Context: an optimization exercise on an open-source flow, tuned for small area and a short achievable clock period. The choices shown serve that exercise and are no tape-out recipe.
The RTL was checked by simulation tests, not by an equivalence proof against the original design.
Power and IR drop assume default switching activity.

== job 6142 ==
==> flow/design.v (excerpt) <==
module adder_tree_25 (
    input  logic         clk,
    input  logic         rst,
    input  logic         in_valid,
    input  logic [399:0] in_data,
    output logic         res_valid,
    output logic [15:0]  res
);
export LEC_CHECK = 0
export CAP_MARGIN = 20
export CORE_MARGIN = 2
export CORE_UTILIZATION = 40
export SETUP_SLACK_MARGIN = 1.5
export SLEW_MARGIN = 20
create_clock -name core_clock -period 3.0 [get_ports {clk}]
standard.sh (not shown) runs the stock make flow with config.mk's settings and CLKGATE_MAP_FILE= SYNTH_SCRIPT=/design/flow/synth_recipe.tcl, a recipe that flattens the netlist after the stock synthesis.
==> flow/flow/run.sh <==
#!/bin/bash
# Own layout flow: the standard flow (standard.sh) with two changes.
#  1. After the standard synthesis, fapol.py re-chooses the polarity of the
#     full-adder cells so that the inverters extract_fa leaves around them go;
#     a Yosys equivalence proof against the standard netlist must pass, else
#     the standard netlist is kept.
#  2. Port buffers are sky130_fd_sc_hd__buf_1 (every port still gets one).
# Each tool writes its full output to a log file of its own in this folder.
set -uo pipefail
export BUFFER_PORTS_ARGS="-buffer_cell sky130_fd_sc_hd__buf_1"
HERE=$(pwd)
bash standard.sh synth > synth.log 2>&1 || exit 1
NET=$HERE/orfs/results/sky130hd/adder_tree_25/base/1_2_yosys.v
cp "$NET" "$HERE/netlist_standard.v"
if python3 "$HERE/flow/fapol.py" "$HERE/netlist_standard.v" "$HERE/netlist_fapol.v" > fapol.log 2>&1; then
  cat > equiv.ys <<EOT
read_liberty -ignore_miss_func $FLOW_HOME/platforms/sky130hd/lib/sky130_fd_sc_hd__tt_025C_1v80.lib
read_verilog $HERE/netlist_standard.v
rename $FLOW_TOP gold
read_verilog $HERE/netlist_fapol.v
rename $FLOW_TOP gate
setattr -mod -unset top gold gate
flatten gold gate
rename -hide gold/w:_* gate/w:_*
equiv_make gold gate eq
hierarchy -top eq
equiv_simple -seq 0
equiv_induct
equiv_status -assert
EOT
  if yosys -s equiv.ys > equiv.log 2>&1; then
    cp "$HERE/netlist_fapol.v" "$NET"
    touch "$NET"
    echo "fapol netlist used" >> fapol.log
  else
    echo "equivalence failed: standard netlist kept" >> fapol.log
  fi
fi
bash standard.sh finish > finish.log 2>&1
Other scripts of this flow, unchanged in this note and not shown: flow/flow/fapol.py
> inputs changed (job 6142 -> job 6701)
Settings: SETUP_SLACK_MARGIN changed from 1.5 to 0.8.
### Flow results
In summary, job 6142 completed successfully, with a layout that passed the timing, design-rule and antenna checks. Job 6701 ran to completion and came out clean on the timing, design-rule and antenna checks. On global-route usage, job 6701 tracks job 6142 almost exactly. Run comparison: job 6701 highest-delay cell along the critical path sky130_fd_sc_hd__fa_1; job 6142 highest-delay cell along the critical path sky130_fd_sc_hd__fa_2. Fmax (job 6701 vs. job 6142) decreases by a few percent. Register-to-register slack: job 6701 vs job 6142 down 0.09 ns. Job 6142 reports its worst setup path startpoint as p1_c3_5 while job 6701 reports p2_c5_0.
The inputs of job 7859 differ from those of job 6701 as listed below.
Settings: changing SETUP_SLACK_MARGIN from 0.8 to 1.1; setting CTS_BUF_LIST to sky130_fd_sc_hd__clkbuf_4 sky130_fd_sc_hd__clkbuf_8 for the first time.
--- outcome ---
- The end point of the critical path comes out p2_c3_1 in one run and lo_q[9] in the other, namely in job 7859 and job 6701 respectively.
- Job 6701 has a lower sum of routed wire segments on met1 than job 7859.
- Re final critical-path required period: job 6701 was higher than job 7859.
- | routed via count divided by cell count | lower: job 7859 |
- [compare] base=job 6701 new=job 7859: highest cell delay on the worst timing path climbed 0.05 ns, total core area barely changed, pre-CTS worst setup slack climbed 0.033 ns, register fraction of the total cell area dropped 0.62 points.
Relative to job 7859, the following input files were edited for job 6024:
Settings: CTS_CLUSTER_SIZE now 40, previously not set.
## What came out
- As far as global-route wire length before repair is concerned, job 7859 and job 6024 perform about the same.
- Slew at the pin closest to its max-slew limit across job 6024 and job 7859: no real change.
- Reported for job 6024 and job 7859, detailed-placement wirelength estimate turned out identical to the last digit.
- Diff job 6024..job 7859 | power | negligible

---

## P
adder_tree_25 again, from the RTL that the note above started with.
// adder_tree_25
module adder_tree_25 (
    input  logic         clk,
    input  logic         rst,
    input  logic         in_valid,
    input  logic [399:0] in_data,
    output logic         res_valid,
    output logic [15:0]  res
);
clock: 3.0 ns
lec_check: 0
cap_margin: 20
core_margin: 2
core_utilization: 40
cts_buf_list: sky130_fd_sc_hd__clkbuf_8
cts_cluster_diameter: 50
cts_cluster_size: 14
setup_slack_margin: 1.0
slew_margin: 20
Scripts as last shown in full above: flow/flow/run.sh
Other scripts of this flow, unchanged in this note and not shown: flow/flow/fapol.py
P: full flow OK, the timing, design-rule and antenna checks passed
Changes in Q relative to P:
- CTS_CLUSTER_SIZE removed (was 14)
- CTS_CLUSTER_DIAMETER removed (was 50)
- CORE_UTILIZATION changed from 40 to 60
- SETUP_SLACK_MARGIN changed from 1.0 to 1.1
- CTS_BUF_LIST removed (was sky130_fd_sc_hd__clkbuf_8)
--- outcome ---
Looking at fmax, Q sits 6.4 MHz lower than P does. Worst vdd rail ir drop is lower on Q. Re proportion of cell area occupied by registers: Q and P aren't equal, and the higher value belongs to P. Of Q and P, it is Q that has the lower worst-case setup margin in the final layout. Via count delta for Q relative to P: about 0.7% higher. Area used by sequential logic in the layout: P vs Q, no meaningful difference. Measured against each other, Q and P differ in slew at the pin closest to its max-slew limit, the higher figure coming from P.
### Q -> R
- CORE_UTILIZATION changed from 60 to 40
- CTS_CLUSTER_SIZE newly set to 14
- CTS_CLUSTER_DIAMETER newly set to 50
- CTS_BUF_LIST newly set to sky130_fd_sc_hd__clkbuf_8
Per the final summary, R finished and its layout is clean on timing, DRC and antenna. Of R and Q, the run reporting the lower hold slack was R. R vs. Q: power per cell area went down by 5.3%. Transition at the pin with the smallest max-transition slack: R vs Q up 41 ps. | part of the total power dissipated in the clock network | R vs Q | 3.4 points lower |. In R the part of the cycle the worst path needs turned out 1.9 points lower than in Q. From Q to R the numbers moved as follows: global routing usage summed across all routing layers has decreased, worst endpoint data arrival time has remained practically unchanged. Of R and Q, the higher total power belongs to Q.

==> static timing again, ports no longer ideal <==
Ports are ideal in the flow. The routed layouts listed here were re-timed in OpenROAD. Step 1 (the two cells are an assumption about what drives the block):
set clk [get_ports {clk}]
set_driving_cell -lib_cell sky130_fd_sc_hd__clkbuf_16 $clk
set_driving_cell -lib_cell sky130_fd_sc_hd__buf_2 [delete_from_list [all_inputs] $clk]
Step 2 moves the port delays by t, midway between the first and last clock arrival at a register: inputs arrive t later, outputs are due t later. That takes back most of the time a late clock gives input paths. Slacks: ideal / step 1 / step 2; pairs: ideal / step 1.
| run | shift t [ns] | setup slack, ns | hold slack, ns | worst setup path after step 2 | clock arrival spread, ns |
|---|---|---|---|---|---|
| job 6142 | 0.528 | 1.053 / 1.053 / 0.598 | 0.331 / 0.331 / 0.331 | input to register | 0.012 / 0.011 |
| job 6701 | 0.543 | 0.963 / 0.963 / 0.542 | 0.300 / 0.278 / 0.334 | input to register | 0.021 / 0.022 |
| job 7859 | 0.540 | 1.095 / 1.095 / 0.598 | 0.312 / 0.320 / 0.325 | input to register | 0.021 / 0.020 |
| job 6024 | 0.541 | 1.095 / 1.095 / 0.596 | 0.312 / 0.321 / 0.325 | input to register | 0.023 / 0.024 |
| P | 0.558 | 1.064 / 1.064 / 0.605 | 0.328 / 0.313 / 0.331 | input to register | 0.021 / 0.020 |
| Q | 0.530 | 1.040 / 1.040 / 0.638 | 0.332 / 0.324 / 0.333 | input to register | 0.008 / 0.008 |
| R | 0.552 | 1.097 / 1.097 / 0.607 | 0.279 / 0.287 / 0.332 | input to register | 0.018 / 0.018 |
After both steps every run listed still meets setup and hold. For job 6024, which loses most, drivers alone change the setup slack by 0.000 ns; drivers and shift together by -0.499 ns.
